Context: an optimization exercise on an open-source flow, tuned for small area, a short achievable clock period and few clock cycles. The choices shown serve that exercise and are no tape-out recipe. In this exercise RTL edits were held to simulation tests only and were not proved equivalent to the original. Power figures rest on the tool's default switching activity, not on a simulated workload.

==> design/flow/design.v <==
`default_nettype none
package sha1_pkg;
    localparam logic [31:0] H0_INIT = 32'h67452301;
    localparam logic [31:0] H1_INIT = 32'hEFCDAB89;
    localparam logic [31:0] H2_INIT = 32'h98BADCFE;
    localparam logic [31:0] H3_INIT = 32'h10325476;
    localparam logic [31:0] H4_INIT = 32'hC3D2E1F0;
    localparam logic [31:0] K0 = 32'h5A827999;
    localparam logic [31:0] K1 = 32'h6ED9EBA1;
    localparam logic [31:0] K2 = 32'h8F1BBCDC;
    localparam logic [31:0] K3 = 32'hCA62C1D6;
    localparam logic [1:0] SRC_SCHED = 2'd0;   
    localparam logic [1:0] SRC_STG   = 2'd1;   
    localparam logic [1:0] SRC_ZERO  = 2'd2;   
    localparam logic [1:0] SRC_LEN   = 2'd3;   
    localparam logic [1:0] PAD_NONE = 2'd0;    
    localparam logic [1:0] PAD_80   = 2'd1;    
    localparam logic [1:0] PAD_ZB   = 2'd2;    
    localparam logic [1:0] PAD_ZW   = 2'd3;    
endpackage
`default_nettype wire
`default_nettype none
module sha1_ctrl (
    input  wire logic       i_clk,
    input  wire logic       i_rst_n,
    input  wire logic       i_start,
    input  wire logic       i_byte_present,
    input  wire logic       i_finish,
    output logic            o_busy,
    output logic            o_stg_shift,    
    output logic            o_stg_data,     
    output logic            o_pad80,        
    output logic            o_push,         
    output logic [1:0]      o_push_src,
    output logic            o_pre,          
    output logic            o_pre_first,    
    output logic            o_init,         
    output logic            o_step,         
    output logic [1:0]      o_kst,          
    output logic [4:0]      o_cadd,         
    output logic            o_first,        
    output logic            o_len_inc,
    output logic            o_len_clr,
    output logic            o_valid,
    output logic [2:0]      o_widx,
    output logic [4:0]      o_wsel          
);
    logic [2:0] r_bcnt;      
    logic [1:0] r_pad;
    logic       r_lenok;     
    logic [6:0] r_wcnt;      
    logic       r_wlo, r_w80, r_w1, r_ge2, r_sch, r_w14, r_w15, r_w78;   
    logic       r_fresh;     
    logic [1:0] r_kst;       
    logic [3:0] r_ca;        
    logic       r_pre;       
    logic       r_act;       
    logic       r_first;     
    logic       r_last;      
    logic       r_valid;
    logic [2:0] r_widx;
    logic [4:0] r_wsel;
    logic busy, acc, acc_b, acc_f;
    logic use_init, use_rnd, ca0, dpa, sched_push, stg_push, zw_push, push, room;
    logic stg_shift, len_push, pre;
    logic [1:0] n_kst;
    logic [6:0] n_wcnt;
    assign use_init = r_fresh && r_w1 && r_pre;
    assign use_rnd  = r_fresh && r_ge2;
    assign ca0      = use_rnd && r_w78;
    assign pre      = r_ca[3] || (!r_pre && !r_act);
    assign dpa = (r_wlo || r_w80) && (!r_fresh || use_init || use_rnd);
    assign sched_push = r_sch;
    assign stg_push   = dpa && r_bcnt[2];
    assign zw_push    = dpa && (r_pad == sha1_pkg::PAD_ZW);
    assign push       = sched_push || stg_push || zw_push;
    assign len_push   = zw_push && r_lenok && r_w15;
    assign busy  = (r_pad != sha1_pkg::PAD_NONE) || (r_bcnt[2] && !dpa);
    assign acc   = i_start && !busy;
    assign acc_b = acc && i_byte_present;
    assign acc_f = acc && i_finish;
    assign room = !r_bcnt[2] || stg_push;
    assign stg_shift = acc_b || (acc_f && !i_byte_present) ||
                       (r_pad == sha1_pkg::PAD_80 && room) ||
                       (r_pad == sha1_pkg::PAD_ZB && !r_bcnt[2]);
    always_comb begin
        if (sched_push)              o_push_src = sha1_pkg::SRC_SCHED;
        else if (stg_push)           o_push_src = sha1_pkg::SRC_STG;
        else if (r_lenok && r_w15)   o_push_src = sha1_pkg::SRC_LEN;
        else                         o_push_src = sha1_pkg::SRC_ZERO;
    end
    always_comb begin
        if (r_w80 || r_wcnt < 7'd20) n_kst = 2'd0;
        else if (r_wcnt < 7'd40)     n_kst = 2'd1;
        else if (r_wcnt < 7'd60)     n_kst = 2'd2;
        else                         n_kst = 2'd3;
    end
    always_comb begin
        n_wcnt = r_wcnt;
        if (use_rnd && r_w80)  n_wcnt = (stg_push || zw_push) ? 7'd1 : 7'd0;
        else if (push)         n_wcnt = r_wcnt + 7'd1;
    end
    assign o_busy      = busy;
    assign o_stg_shift = stg_shift;
    assign o_stg_data  = acc_b;
    assign o_pad80     = !acc_b && (acc_f || r_pad == sha1_pkg::PAD_80);
    assign o_push      = push;
    assign o_pre       = pre;
    assign o_pre_first = r_ca[3] ? r_last : r_first;
    assign o_init      = use_init;
    assign o_step      = use_init || use_rnd || r_ca[2];
    assign o_kst       = r_kst;
    assign o_cadd      = {r_ca[3], r_ca[2], r_ca[1], r_ca[0], ca0};
    assign o_first     = r_first;
    assign o_len_inc   = acc_b;
    assign o_len_clr   = len_push;
    assign o_valid     = r_valid;
    assign o_widx      = r_widx;
    assign o_wsel      = r_wsel;
    always_ff @(posedge i_clk) begin
        if (!i_rst_n) begin
            r_bcnt  <= '0;
            r_pad   <= sha1_pkg::PAD_NONE;
            r_lenok <= 1'b0;
            r_wcnt  <= '0;
            r_wlo   <= 1'b1;
            r_w80   <= 1'b0;
            r_w1    <= 1'b0;
            r_ge2   <= 1'b0;
            r_sch   <= 1'b0;
            r_w14   <= 1'b0;
            r_w15   <= 1'b0;
            r_w78   <= 1'b0;
            r_fresh <= 1'b0;
            r_kst   <= '0;
            r_ca    <= '0;
            r_pre   <= 1'b0;
            r_act   <= 1'b0;
            r_first <= 1'b1;
            r_last  <= 1'b0;
            r_valid <= 1'b0;
            r_widx  <= '0;
            r_wsel  <= '0;
        end else begin
            r_bcnt <= r_bcnt - (stg_push ? 3'd4 : 3'd0) + (stg_shift ? 3'd1 : 3'd0);
            case (r_pad)
                sha1_pkg::PAD_NONE: begin
                    if (acc_f) r_pad <= i_byte_present ? sha1_pkg::PAD_80 : sha1_pkg::PAD_ZB;
                end
                sha1_pkg::PAD_80: begin
                    if (room) r_pad <= sha1_pkg::PAD_ZB;
                end
                sha1_pkg::PAD_ZB: begin
                    if (stg_push) begin
                        r_pad   <= sha1_pkg::PAD_ZW;
                        r_lenok <= !r_w14;
                    end
                end
                default: begin
                    if (zw_push && r_w15) begin
                        r_lenok <= 1'b1;
                        if (r_lenok) r_pad <= sha1_pkg::PAD_NONE;
                    end
                end
            endcase
            r_wcnt <= n_wcnt;
            r_wlo  <= (n_wcnt < 7'd16);
            r_w80  <= (n_wcnt == 7'd80);
            r_w1   <= (n_wcnt == 7'd1);
            r_ge2  <= (n_wcnt >= 7'd2);
            r_sch  <= (n_wcnt >= 7'd16) && (n_wcnt <= 7'd79);
            r_w14  <= (n_wcnt == 7'd14);
            r_w15  <= (n_wcnt == 7'd15);
            r_w78  <= (n_wcnt == 7'd78);
            if (push)                       r_fresh <= 1'b1;
            else if (use_init || use_rnd)   r_fresh <= 1'b0;
            if (push) r_kst <= n_kst;
            r_ca <= {r_ca[2:0], ca0};
            if (pre)           r_pre <= 1'b1;
            else if (use_init) r_pre <= 1'b0;
            if (use_init)      r_act <= 1'b1;
            else if (r_ca[3])  r_act <= 1'b0;
            if (len_push) r_last <= 1'b1;
            if (r_ca[3]) begin
                r_first <= r_last;
                r_last  <= 1'b0;
            end
            if (r_ca[3] && r_last) begin
                r_valid <= 1'b1;
                r_widx  <= '0;
                r_wsel  <= 5'b00001;
            end else if (r_valid) begin
                r_widx <= r_widx + 3'd1;
                r_wsel <= {r_wsel[3:0], 1'b0};
                if (r_wsel[4]) r_valid <= 1'b0;
            end
        end
    end
endmodule
`default_nettype wire
`default_nettype none
module sha1_dp #(
    parameter int LEN_BITS = 16
) (
    input  wire logic       i_clk,
    input  wire logic       i_rst_n,
    input  wire logic [7:0] i_data_byte,
    input  wire logic       i_stg_shift,
    input  wire logic       i_stg_data,
    input  wire logic       i_pad80,
    input  wire logic       i_push,
    input  wire logic [1:0] i_push_src,
    input  wire logic       i_pre,
    input  wire logic       i_pre_first,
    input  wire logic       i_init,
    input  wire logic       i_step,
    input  wire logic [1:0] i_kst,
    input  wire logic [4:0] i_cadd,
    input  wire logic       i_first,
    input  wire logic       i_len_inc,
    input  wire logic       i_len_clr,
    input  wire logic [4:0] i_wsel,
    output logic [31:0]     o_digest_word
);
    logic [31:0]         r_stg;
    logic [31:0]         r_win [16];    
    logic [31:0]         r_a, r_b, r_c, r_d;
    logic [31:0]         r_qs, r_qc;    
    logic [31:0]         r_h [5];       
    logic [LEN_BITS-1:0] r_len;
    logic [7:0]  stg_byte;
    logic [31:0] w_mix, w_sched, w_in, w0;
    logic [31:0] p1, p2, p3, p4, p0;   
    logic [31:0] fb, fc, f_val, k_val, x1s, x1c, x2s, x2c;
    logic [31:0] ra, ys, yc, n_a;
    logic [31:0] ch_h, ch_x, ch_sum;
    assign stg_byte = i_stg_data ? i_data_byte : (i_pad80 ? 8'h80 : 8'h00);
    assign w0      = r_win[0];
    assign w_mix   = r_win[2] ^ r_win[7] ^ r_win[13] ^ r_win[15];
    assign w_sched = {w_mix[30:0], w_mix[31]};
    always_comb begin
        case (i_push_src)
            sha1_pkg::SRC_SCHED: w_in = w_sched;
            sha1_pkg::SRC_STG:   w_in = r_stg;
            sha1_pkg::SRC_LEN:   w_in = {{(29-LEN_BITS){1'b0}}, r_len, 3'b000};
            default:             w_in = 32'd0;
        endcase
    end
    assign p0 = i_first     ? sha1_pkg::H0_INIT : r_h[4];
    assign p1 = i_pre_first ? sha1_pkg::H1_INIT : r_h[4];
    assign p2 = i_pre_first ? sha1_pkg::H2_INIT : r_h[3];
    assign p3 = i_pre_first ? sha1_pkg::H3_INIT : r_h[2];
    assign p4 = i_pre_first ? sha1_pkg::H4_INIT : r_h[1];
    assign fb = {r_b[1:0], r_b[31:2]};
    always_comb begin
        case (i_kst)
            2'd0:    f_val = (r_a & fb) | (~r_a & r_c);
            2'd2:    f_val = (r_a & fb) | (r_a & r_c) | (fb & r_c);
            default: f_val = r_a ^ fb ^ r_c;
        endcase
        case (i_kst)
            2'd0:    k_val = sha1_pkg::K0;
            2'd1:    k_val = sha1_pkg::K1;
            2'd2:    k_val = sha1_pkg::K2;
            default: k_val = sha1_pkg::K3;
        endcase
    end
    assign x1s = f_val ^ r_d ^ w0;
    assign x1c = {(f_val[30:0] & r_d[30:0]) | (f_val[30:0] & w0[30:0]) | (r_d[30:0] & w0[30:0]), 1'b0};
    assign x2s = x1s ^ x1c ^ k_val;
    assign x2c = {(x1s[30:0] & x1c[30:0]) | (x1s[30:0] & k_val[30:0]) | (x1c[30:0] & k_val[30:0]), 1'b0};
    assign ra  = {r_a[26:0], r_a[31:27]};
    assign ys  = ra ^ r_qs ^ r_qc;
    assign yc  = {(ra[30:0] & r_qs[30:0]) | (ra[30:0] & r_qc[30:0]) | (r_qs[30:0] & r_qc[30:0]), 1'b0};
    assign n_a = ys + yc;
    always_ff @(posedge i_clk) begin
        if (i_pre) begin
            r_a <= p1;
            r_b <= {p2[29:0], p2[31:30]};
            r_c <= p3;
            r_d <= p4;
        end else if (i_step) begin
            r_a <= i_init ? p0 : n_a;
            r_b <= r_a;
            r_c <= fb;
            r_d <= r_c;
            r_qs <= x2s;
            r_qc <= x2c;
        end
    end
    always_comb begin
        ch_h = r_h[0];
        if (i_first) begin
            case (1'b1)
                i_cadd[0]: ch_h = sha1_pkg::H4_INIT;
                i_cadd[1]: ch_h = sha1_pkg::H3_INIT;
                i_cadd[2]: ch_h = sha1_pkg::H2_INIT;
                i_cadd[3]: ch_h = sha1_pkg::H1_INIT;
                default:   ch_h = sha1_pkg::H0_INIT;
            endcase
        end
    end
    assign ch_x   = (i_cadd[0] || i_cadd[1] || i_cadd[2]) ? {r_a[1:0], r_a[31:2]} : r_a;
    assign ch_sum = ch_h + ch_x;
    always_ff @(posedge i_clk) begin
        if (i_cadd != 5'd0) begin
            r_h[0] <= r_h[1];
            r_h[1] <= r_h[2];
            r_h[2] <= r_h[3];
            r_h[3] <= r_h[4];
            r_h[4] <= ch_sum;
        end
    end
    always_ff @(posedge i_clk) begin
        if (i_stg_shift) begin
            r_stg <= {r_stg[23:0], stg_byte};
        end
        if (i_push) begin
            r_win[0] <= w_in;
            for (int i = 1; i < 16; i++) r_win[i] <= r_win[i-1];
        end
    end
    always_ff @(posedge i_clk) begin
        if (!i_rst_n || i_len_clr) begin
            r_len <= '0;
        end else if (i_len_inc) begin
            r_len <= r_len + 1'b1;
        end
    end
    assign o_digest_word = ({32{i_wsel[0]}} & r_h[4]) | ({32{i_wsel[1]}} & r_h[3]) |
                           ({32{i_wsel[2]}} & r_h[2]) | ({32{i_wsel[3]}} & r_h[1]) |
                           ({32{i_wsel[4]}} & r_h[0]);
endmodule
`default_nettype wire
`default_nettype none
module sha1_hash_engine #(
    parameter int LENGTH_COUNT_BITS = 16
) (
    input  wire logic        i_clk,
    input  wire logic        i_rst_n,
    input  wire logic        start,
    output logic             busy,
    input  wire logic [7:0]  i_data_byte,
    input  wire logic        i_byte_present,
    input  wire logic        i_finish,
    output logic             o_valid,
    output logic [31:0]      o_digest_word,
    output logic [2:0]       o_word_index,
    output logic             o_last_word
);
    logic       stg_shift, stg_data, pad80, push, pre, pre_first, init, step, first;
    logic       len_inc, len_clr;
    logic [1:0] push_src, kst;
    logic [4:0] cadd;
    logic [2:0] widx;
    logic [4:0] wsel;
    sha1_ctrl u_ctrl (
        .i_clk          (i_clk),
        .i_rst_n        (i_rst_n),
        .i_start        (start),
        .i_byte_present (i_byte_present),
        .i_finish       (i_finish),
        .o_busy         (busy),
        .o_stg_shift    (stg_shift),
        .o_stg_data     (stg_data),
        .o_pad80        (pad80),
        .o_push         (push),
        .o_push_src     (push_src),
        .o_pre          (pre),
        .o_pre_first    (pre_first),
        .o_init         (init),
        .o_step         (step),
        .o_kst          (kst),
        .o_cadd         (cadd),
        .o_first        (first),
        .o_len_inc      (len_inc),
        .o_len_clr      (len_clr),
        .o_valid        (o_valid),
        .o_widx         (widx),
        .o_wsel         (wsel)
    );
    sha1_dp #(
        .LEN_BITS (LENGTH_COUNT_BITS)
    ) u_dp (
        .i_clk         (i_clk),
        .i_rst_n       (i_rst_n),
        .i_data_byte   (i_data_byte),
        .i_stg_shift   (stg_shift),
        .i_stg_data    (stg_data),
        .i_pad80       (pad80),
        .i_push        (push),
        .i_push_src    (push_src),
        .i_pre         (pre),
        .i_pre_first   (pre_first),
        .i_init        (init),
        .i_step        (step),
        .i_kst         (kst),
        .i_cadd        (cadd),
        .i_first       (first),
        .i_len_inc     (len_inc),
        .i_len_clr     (len_clr),
        .i_wsel        (wsel),
        .o_digest_word (o_digest_word)
    );
    assign o_word_index = widx;
    assign o_last_word  = wsel[4];
endmodule
`default_nettype wire
==> design/flow/run.sh <==
#!/bin/bash
# synth_recipe.tcl (not shown) runs the flow's synth.tcl, then flattens the netlist and writes it again
# the make line also repeats each setting of config.mk as NAME=value (left out here)
make -C /OpenROAD-flow-scripts/flow DESIGN_CONFIG=/design/flow/config.mk WORK_HOME=/design/flow/orfs CLKGATE_MAP_FILE= SYNTH_SCRIPT=/design/flow/synth_recipe.tcl finish
==> design/flow/config.mk <==
export PLATFORM = sky130hd
export DESIGN_NAME = sha1_hash_engine
export DESIGN_NICKNAME = sha1_hash_engine
export VERILOG_FILES = /design/flow/design.v
export SDC_FILE = /design/flow/constraint.sdc
export NUM_CORES = 4
export LEC_CHECK = 0
export CAP_MARGIN = 20
export CORE_MARGIN = 2
export CORE_UTILIZATION = 40
export SETUP_SLACK_MARGIN = 4
export SLEW_MARGIN = 20
==> design/flow/constraint.sdc <==
create_clock -name core_clock -period 7.5 [get_ports {i_clk}]
set_input_delay 1.5000 -clock core_clock [delete_from_list [all_inputs] [get_ports {i_clk}]]
set_output_delay 1.5000 -clock core_clock [all_outputs]
set_load 0.01 [all_outputs]
==> metrics.md, run 1 <==
| Metric | Value |
|---|---|
| Die Y | `about 320 um` |
| Drt first pass iters | `5` |
| Startpoint Class | `flop` |
| Setup-failing EPs final | `0` |
| Layout cell share with drive strength beyond 1 | `about 15%` |
| Yosys reg bits | `952` |
| Buffers on Ports | `50` |
| Antenna cell count | `0` |
| Die X-Extent | `322 um` |
| WP data arrival | `3.96 ns` |
| Number of flops mapped to enable cells by yosys | `895` |
| Vias in the first global route | `22.1k` |
| Worst-Skew Late Latency | `0.66 ns` |
| CP peak stage delay | `roughly 0.39 ns` |
| TritonCTS clock tree | `built` |
| Pwr/cell area | `approximately 310 nW/um2` |
| Final slew viol count | `0` |
| Wire per inst | `23.6 um` |
| CTS buffer count | `97` |
| Critical path buffers and inverters | `2` |
| Max FO, Critical Path | `8` |
| Worst IR Drop VDD | `between 0.2 and 0.25 mV` |
| Setup_tns | `0 ns` |
| Hold Path Cell Cnt | `0` |
| Yosys warning count | `4` |
| Flop2flop setup slack | `3.94 ns` |
| Area of the multi-input gates | `about 12000 um2` |
| Starting DRC count in detailed routing | `2574` |
| Slowest cell on crit path | `fa_2` |
| Gr busiest metal | `met2` |
| CTS Root Buffer Type | `clkbuf_16` |
| Post-synthesis instance total | `2540` |
| Net Count, Synth | `2754` |
| Detailed Place HPWL | `about 60000 um` |
| Primary FF master, synth | `edfxtp_1` |
| Critical Path RT | `7.90 ns` |
| Max-slew headroom | `31.6%` |
| Largest net degree at the start of global routing | `207` |
| GR Layer Usage met3 | `under 10%` |
| Worst hold endpoint | `u_dp.r_win[2][26]` |
| Seq/Total Area, Yosys | `roughly 70%` |
| Syn_area_per_cell | `between 15 and 20 um2` |
| Hold Crit Class | `flop to flop` |
| Sw frac | `between 20% and 30%` |
| Reg-to-Reg Start | `u_ctrl.r_ge2` |
| WL final | `roughly 96000 um` |
| Period minus WS final | `3.56 ns` |
| Hold_buf cts | `0` |
| Commonest non-fill, non-tap cell in the layout | `edfxtp_1` |
| Initial antenna violation count | `1` |
| RePlAce Congestion | `0.873` |
| Most frequent cells in the layout | `895 x edfxtp_1, 149 x inv_1, 123 x nand2_1` |
| Crit-path cells | `and3_4 -> nor3_4 -> buf_4 -> clkbuf_16 -> mux2_4 -> ha_4 -> fa_2 -> nand3_4 -> a2111oi_4 -> o31ai_2 -> nand2b_2 -> a41oi_4 -> o31ai_2 -> a21oi_2 -> o21ai_2 -> xor2_1` |
| First-pass GRT wire length | `141000 um` |
| Clock share of power | `a little over a third` |
| Starting Density | `between 40% and 50%` |
| Maxcap violations | `0` |
| H-tree Lvls | `3` |
| GRT Util Overall | `18.1%` |
| Top cell by count, worst path | `o31ai_2` |
| Number of I/O pins | `51` |
| RR Endpoint | `u_dp.r_h[4][30]` |
| Syn Std Cell Area | `40300 um2` |
| R2R cell count | `16` |
| Cell Rows | `116` |
| Post-synth ARST share | `0%` |
| Period utilisation layout | `47.5%` |
| Post-DP Area | `roughly 43000 um2` |
| Met2 usage | `27.3%` |
| Grt total ovfl | `0` |
| Residual DRC | `0` |
| Die Footprint | `103000 um2` |
| Least-Margin Pin Slew | `1.02 ns` |
| Clk slew on worst S/H paths | `0.06 ns` |
| Post-route ant nets | `0` |
| Layout area overhead | `16.9%` |
| Worst hold start | `u_dp.r_win[1][26]` |
| Layout Nets | `2906` |
| Clock Sinks | `952` |
| Switch Pwr | `between 3000 and 4000 uW` |
| Vias | `22.3k` |
| Design area | `approximately 47000 um2` |
| GR Layer Usage met1 | `26.6%` |
| WS Path Type | `flop to flop` |
| Clk buf depth | `3` |
| Clk_skew | `0.0353 ns` |
| Sequential power share | `49.0%` |
| Post-synthesis cell type count | `74` |
| Comb pwr share | `approximately 16%` |
| FMAX | `281 MHz` |
| Internal power | `10800 uW` |
| Run status | `timing/DRC/antenna clean` |
| RSZ-0062 raised after global routing | `true` |
| Reg area | `28000 um2` |
| Via density | `about 5.5` |
| Hold Vio Cnt, Final | `0` |
| CORE AREA | `between 100000 and 150000 um2` |
| Final worst slack | `3.94 ns` |
| CP top delay family | `compound AO/OA/AOI/OAI gates` |
| Post-place setup slack | `3.34 ns` |
| Crit. End Element | `flop` |
| Cell leakage power | `between 0.015 and 0.02 uW` |
| # fillers | `8415` |
worst max path at each step:
stage	startpoint	endpoint	slack, ns	depth (start not counted)
after floorplan	start	u_ctrl.r_bcnt[2]	3.74	9
after global placement	u_ctrl.r_ge2	u_dp.r_h[4][29]	3.46	15
after detailed placement	u_ctrl.r_pad[0]	u_dp.r_win[7][15]	3.34	7
after CTS	u_ctrl.r_wsel[4]	o_digest_word[16]	3.64	4
after global routing	u_ctrl.r_ge2	u_dp.r_h[4][30]	3.79	15
final	u_ctrl.r_ge2	u_dp.r_h[4][30]	3.94	16
layer usage:
layer / vias to the layer above / part of all wire, %
met5: - / 0
met4: 0 / 4.1
met3: 173 / 6.6
met2: 849 / 45
met1: 11400 / 44
li1: 9907 / -
flip-flops by register name (all words and copies together) (netlist names), 3 cells and up:
name	flops
u_dp.r_qc	31
u_dp.r_d	32
u_ctrl.r_wcnt	7
u_dp.r_len	16
u_dp.r_a	32
u_dp.r_win	512
u_ctrl.r_wsel	5
u_ctrl.r_ca	4
u_dp.r_b	32
u_dp.r_qs	32
u_ctrl.r_bcnt	3
u_dp.r_stg	32
u_ctrl.r_widx	3
u_dp.r_c	32
u_dp.r_h	160
Yosys cell counts (8+ instances only):
library cell | n | area [um2]
nand2b_1 | 9 | 56.3
nand2_1 | 129 | 484
xor2_1 | 71 | 622
fa_1 | 121 | 2420
dfxtp_1 | 57 | 1140
nor2_1 | 105 | 394
a222oi_1 | 32 | 320
o21ai_1 | 10 | 50.1
o21a_1 | 19 | 143
nor3_1 | 15 | 75.1
nand4_1 | 13 | 81.3
mux2i_1 | 42 | 420
a31oi_1 | 8 | 50.1
a22oi_1 | 56 | 420
nand3_1 | 19 | 95.1
clkbuf_1 | 87 | 327
a22o_1 | 65 | 569
a211oi_1 | 9 | 67.6
and3_1 | 13 | 81.3
mux2_2 | 30 | 338
a21oi_1 | 84 | 420
xnor2_1 | 112 | 981
o22a_1 | 48 | 420
and2_1 | 21 | 131
a221oi_1 | 26 | 228
inv_1 | 149 | 559
o21ai_0 | 77 | 385
nor2b_1 | 11 | 68.8
ha_1 | 80 | 1000
a21o_1 | 25 | 188
edfxtp_1 | 895 | 26900
power by group through the flow:
| stage | registers [uW] | clock network (uW) | logic [uW] |
|---|---|---|---|
| final | 7180 | 5180 | 2300 |
| after detailed placement | 7360 | 0 | 2080 |
| after CTS | 7210 | 5300 | 2190 |
| after floorplan | 7150 | 0 | 1540 |
| after global routing | 7240 | 5490 | 2560 |
| after global placement | 7330 | 0 | 2010 |
worst reg2reg max path, delay by kind of cell, from the launching register on:
kind                       cells  cell delay (ns)
AOI/OAI and AO/OA              6             0.99
xor gates and xnor gates       1             0.15
adders and majority gates      2             0.57
buffers and inverters          2             0.33
DFF                            1             0.36
muxes                          1             0.31
and+or+nand+nor                4             0.59
layout make-up:
type                    count  share of cell area, %
flip-flops and latches    952                   59.5
multi-input cells        1346                   25.3
clock buffers             106                   5.31
well taps                1298                   3.44
repair buffers            143                   3.15
clock inverters            72                   2.00
inverters                 151                   1.27
repair inverters            1                 0.0345
cell families (layout without fill, tap and decap cells):
family / Yosys count / count (layout) / share of synthesized area [%]
muxes: 72 / 72 / 1.88
adders and majority gates: 202 / 202 / 8.51
buffers and inverters: 243 / 473 / 2.27
AOI/OAI and AO/OA: 524 / 524 / 9.67
xor gates and xnor gates: 183 / 183 / 3.97
DFF: 952 / 952 / 69.5
and+or+nand+nor: 364 / 365 / 4.21
what timing repair did:
item | 4_1_cts | 5_1_grt
pin swaps | 45 | 61
buffers inserted | 45 | 20
cloned | 3 | 6
setup endpoints to repair | 223 | 230
gates resized for setup | 145 | 84
through the flow:
| stage | hold WS (ns) | power, uW | utilization (%) | cells |
|---|---|---|---|---|
| finish | 0.401 | 14700 | 47.1 | 4069 |
| global route | 0.420 | 15300 | 47.1 | 4069 |
| CTS | 0.400 | 14700 | 46.5 | 4043 |
| detailed placement | 0.405 | 9430 | 42.5 | 3817 |
| global placement | 0.400 | 9340 | 42.5 | 3817 |
| floorplan | 0.400 | 8690 | - | 2540 |
Testbench counts, summed over its fixed seeds: cycles 77,349.
==> run 2, diff against run 1 <==
--- a/design/flow/config.mk
+++ b/design/flow/config.mk
@@ -9,4 +9,4 @@
 export CORE_MARGIN = 2
-export CORE_UTILIZATION = 40
-export SETUP_SLACK_MARGIN = 4
+export CORE_UTILIZATION = 60
+export SETUP_SLACK_MARGIN = 5
 export SLEW_MARGIN = 20
==> metrics.md, run 2 <==
| Metric | Value |
|---|---|
| Vias in the first global route | `23.5k (+6.6%)` |
| RePlAce Congestion | `0.898 (+2.9%)` |
| Residual DRC | `0 (unchanged)` |
| CORE AREA | `66800 um2 (-33%)` |
| Synth top area share | `66.7% (unchanged)` |
| Syn_area_per_cell | `15.9 um2 (unchanged)` |
| Net Count, Synth | `2754 (unchanged)` |
| Hold Vio Cnt, Final | `0 (unchanged)` |
| WS Path Type | `flop to flop` |
| Area contributors post-synth | `edfxtp_1 67%, fa_1 6.0%, dfxtp_1 2.8%, ha_1 2.5%, xnor2_1 2.4%` |
| Drt first pass iters | `8 (+3)` |
| Crit. End Element | `flop` |
| Worst IR Drop VDD | `0.192 mV (-11%)` |
| Flop2flop setup slack | `3.89 ns (-0.05 ns)` |
| Least-Margin Pin Slew | `0.819 ns (-0.204 ns)` |
| CP top delay family | `compound AO/OA/AOI/OAI gates` |
| TritonCTS clock tree | `built` |
| CP peak stage delay | `0.38 ns (about the same)` |
| Area of the multi-input gates | `13200 um2 (+11%)` |
| Starting DRC count in detailed routing | `2793 (+8.5%)` |
| WL final | `104000 um (+7.9%)` |
| GRT Util Overall | `29.5% (+11 points)` |
| Minimum hold slack | `0.405 ns (+0.00454 ns)` |
| Post-synthesis cell type count | `74 (unchanged)` |
| Worst hold endpoint | `u_dp.r_win[7][10]` |
| Initial antenna violation count | `0 (-1)` |
| # fillers | `4121 (-51%)` |
| H-tree Lvls | `3 (unchanged)` |
| Most frequent cells in the layout | `895 x edfxtp_1, 136 x buf_4, 135 x inv_1` |
| Layout area overhead | `22.7%` |
| Wire per inst | `27.2 um (+15%)` |
| Most frequent cells after synthesis | `895 x edfxtp_1, 149 x inv_1, 129 x nand2_1, 121 x fa_1, 112 x xnor2_1` |
| Period minus WS final | `3.61 ns (+0.0515 ns)` |
| FMAX | `277 MHz (-1.4%)` |
| Metal2 WL | `47800 um (+11%)` |
| WP data arrival | `4.03 ns (+0.07 ns)` |
| Run status | `timing/DRC/antenna clean` |
| Post-synthesis instance total | `2540 (unchanged)` |
| Syn Std Cell Area | `40300 um2 (unchanged)` |
| Layout cell share with drive strength beyond 1 | `25.9% (+11 points)` |
| Crit-path cells | `and3_4 -> nor3_4 -> buf_6 -> buf_12 -> mux2_2 -> ha_4 -> a211oi_4 -> o21ai_2 -> a2111oi_4 -> buf_4 -> o21ai_4 -> a31oi_4 -> o21bai_1 -> a21oi_2 -> o21ai_1 -> xor2_1` |
| Critical path buffers and inverters | `3 (+1)` |
| Number of I/O pins | `51 (unchanged)` |
| Clk slew on worst S/H paths | `0.06 ns (about the same)` |
| Hold Crit Class | `flop to flop` |
| Yosys reg bits | `952 (unchanged)` |
| Post-synth ARST share | `0% (unchanged)` |
| Primary FF master, synth | `edfxtp_1` |
| R2R cell count | `16 (unchanged)` |
| Buffers on Ports | `50 (unchanged)` |
| Top Registers | `u_dp.r_win (512), u_dp.r_h (160)` |
| Synth area leader | `edfxtp_1` |
| Met1 WL | `42200 um (-0.61%)` |
| Die X-Extent | `263 um (-18%)` |
| Clock Sinks | `952 (unchanged)` |
| Slowest cell on crit path | `mux2_2` |
| Metal3 WL | `8210 um (+30%)` |
| Max layer used | `met4` |
| Yosys warning count | `4 (unchanged)` |
| Pwr/cell area | `303 nW/um2 (-2.6%)` |
| Post-route ant nets | `0 (unchanged)` |
| RR Endpoint | `u_dp.r_h[4][29]` |
| Max-slew headroom | `45.4% (+14 points)` |
| Setup_tns | `0 ns (unchanged)` |
| Reg-to-Reg Start | `u_ctrl.r_ge2` |
| Layout Nets | `3071 (+5.7%)` |
| Via density | `6.20 (+13%)` |
| Worst-Skew Late Latency | `0.68 ns (+0.02 ns)` |
| Max FFs per register | `512 (unchanged)` |
| CTS buffer count | `98 (+1.0%)` |
| Hold Path Cell Cnt | `0 (unchanged)` |
| Die Y | `263 um (-18%)` |
| Max FO, Critical Path | `6 (-2)` |
| Clk buf depth | `3 (unchanged)` |
| Detailed Place HPWL | `58300 um (-3.1%)` |
| Period utilisation layout | `48.2% (+0.69 points)` |
| Commonest non-fill, non-tap cell in the layout | `edfxtp_1` |
| Final slew viol count | `0 (unchanged)` |
| First-pass GRT wire length | `151000 um (+7.0%)` |
| Startpoint Class | `flop` |
| Worst hold start | `u_dp.r_win[6][10]` |
| Maxcap violations | `0 (unchanged)` |
| RSZ-0062 raised after global routing | `true` |
| Largest net degree at the start of global routing | `101 (-51%)` |
| Number of flops mapped to enable cells by yosys | `895 (unchanged)` |
| CTS Root Buffer Type | `clkbuf_16` |
| Clk_skew | `0.0294 ns (-0.00590 ns)` |
| Cell leakage power | `0.0175 uW (+7.1%)` |
| Cell Rows | `95 (-18%)` |
| Die Footprint | `69300 um2 (-33%)` |
| Vias | `23.6k (+5.8%)` |
| Largest reg by FF count | `u_dp.r_win` |
| Critical Path RT | `7.92 ns (+0.02 ns)` |
| Setup-failing EPs final | `0 (unchanged)` |
| Reg area | `28100 um2 (about the same)` |
| Starting Density | `60.4% (+20 points)` |
| Top-count cell post-synth | `edfxtp_1` |
| Seq/Total Area, Yosys | `69.5% (unchanged)` |
| Grt total ovfl | `0 (unchanged)` |
-- run 2: cell count changes in the layout (fill, tap and decap cells not counted), moves of 22 or more --
cell,delta
a21oi_1,-22
fa_2,+24
buf_4,+76
buf_6,+60
a221oi_1,-22
o21ai_0,-29
fa_1,-24
-- run 2: area by class of cell --
class,instances,area share [%]
Multi-Input combinational cell,1350,26.7
Sequential cell,952,56.7
Timing Repair inverter,2,0.0658
Tap cell,873,2.21
Timing Repair Buffer,302,6.53
Antenna cell,1,0.00506
Inverter,151,1.23
Clock inverter,63,1.29
Clock buffer,120,5.19
-- run 2: how the worst max path moves through the flow --
stage | start | depth (start not counted) | end
2_1_floorplan | start | 9 | u_ctrl.r_bcnt[2]
3_3_place_gp | u_ctrl.r_ge2 | 15 | u_dp.r_h[4][29]
3_5_place_dp | u_ctrl.r_ge2 | 16 | u_dp.r_h[4][28]
4_1_cts | u_ctrl.r_wsel[3] | 5 | o_digest_word[18]
5_1_grt | u_ctrl.r_fresh | 16 | u_dp.r_h[4][29]
6_report | u_ctrl.r_ge2 | 16 | u_dp.r_h[4][29]
-- run 2: logic make-up after synthesis --
family	after synthesis	share of synthesized area, %
compound gates	524	9.67
buf+inv	243	2.27
flops	952	69.5
fa+ha+maj	202	8.51
xor+xnor	183	3.97
mux	72	1.88
simple gates	364	4.21
-- run 2: metrics by stage --
stage          utilization, %  instances  cell area (um2)  total power, uW  worst slack [ns]
6_report                 74.0       3814            49500            15000              3.89
4_1_cts                  72.5       3758            48400            14800              4.00
2_1_floorplan               -       2540            40500             8690              3.74
3_3_place_gp             62.7       3391            41900             9330              3.24
5_1_grt                  74.0       3813            49500            15600              3.74
3_5_place_dp             62.7       3391            41900             9410              3.17
-- run 2: power breakdown --
part / switching (uW) / total [uW] / internal, uW
clock network: 2080 / 4820 / 2730
logic: 1720 / 3010 / 1290
registers: 353 / 7150 / 6800
-- run 2: layer usage --
layer	vias up	track usage, %
met4	0	14.1
met5	-	0
met1	12000	42.4
met3	254	4.21
met2	1178	45.1
li1	10200	-
-- run 2: timing repair --
action,4_1_cts,5_1_grt
endpoints found under the setup margin,1046,428
gates cloned,17,5
buffers inserted,167,50
hold buffers,0,0
gates resized for setup,524,138
pin swaps,213,108

[re-timing with driven ports]
In the flow no input, the clock included, has a driving cell. The finished layouts below were timed again as built, in two steps. Step 1 sets driving cells, clkbuf_16 on the clock port and buf_2 on the other inputs (assumed; they add their load-dependent delay and slew). Step 2 times the ports against the registers' clock, not the clock port: input delays grow and output delays shrink by t, the midpoint of the rising clock arrivals with the driver on. a / b / c = no drivers / after step 1 / after step 2; a / b = the first two.
run | shift t [ns] | slack for setup (ns) | worst setup path after step 2 | worst register clock-pin slew, ns
run 1 | 0.710 | 3.937 / 3.895 / 3.564 | input to register | 0.07 / 0.07
run 2 | 0.732 | 3.886 / 3.886 / 3.886 | register to register | 0.07 / 0.07
After both steps setup and hold are still met in every run listed. The setup slack of run 1, which loses most, moves by -0.042 ns with the drivers and by -0.373 ns with both steps.
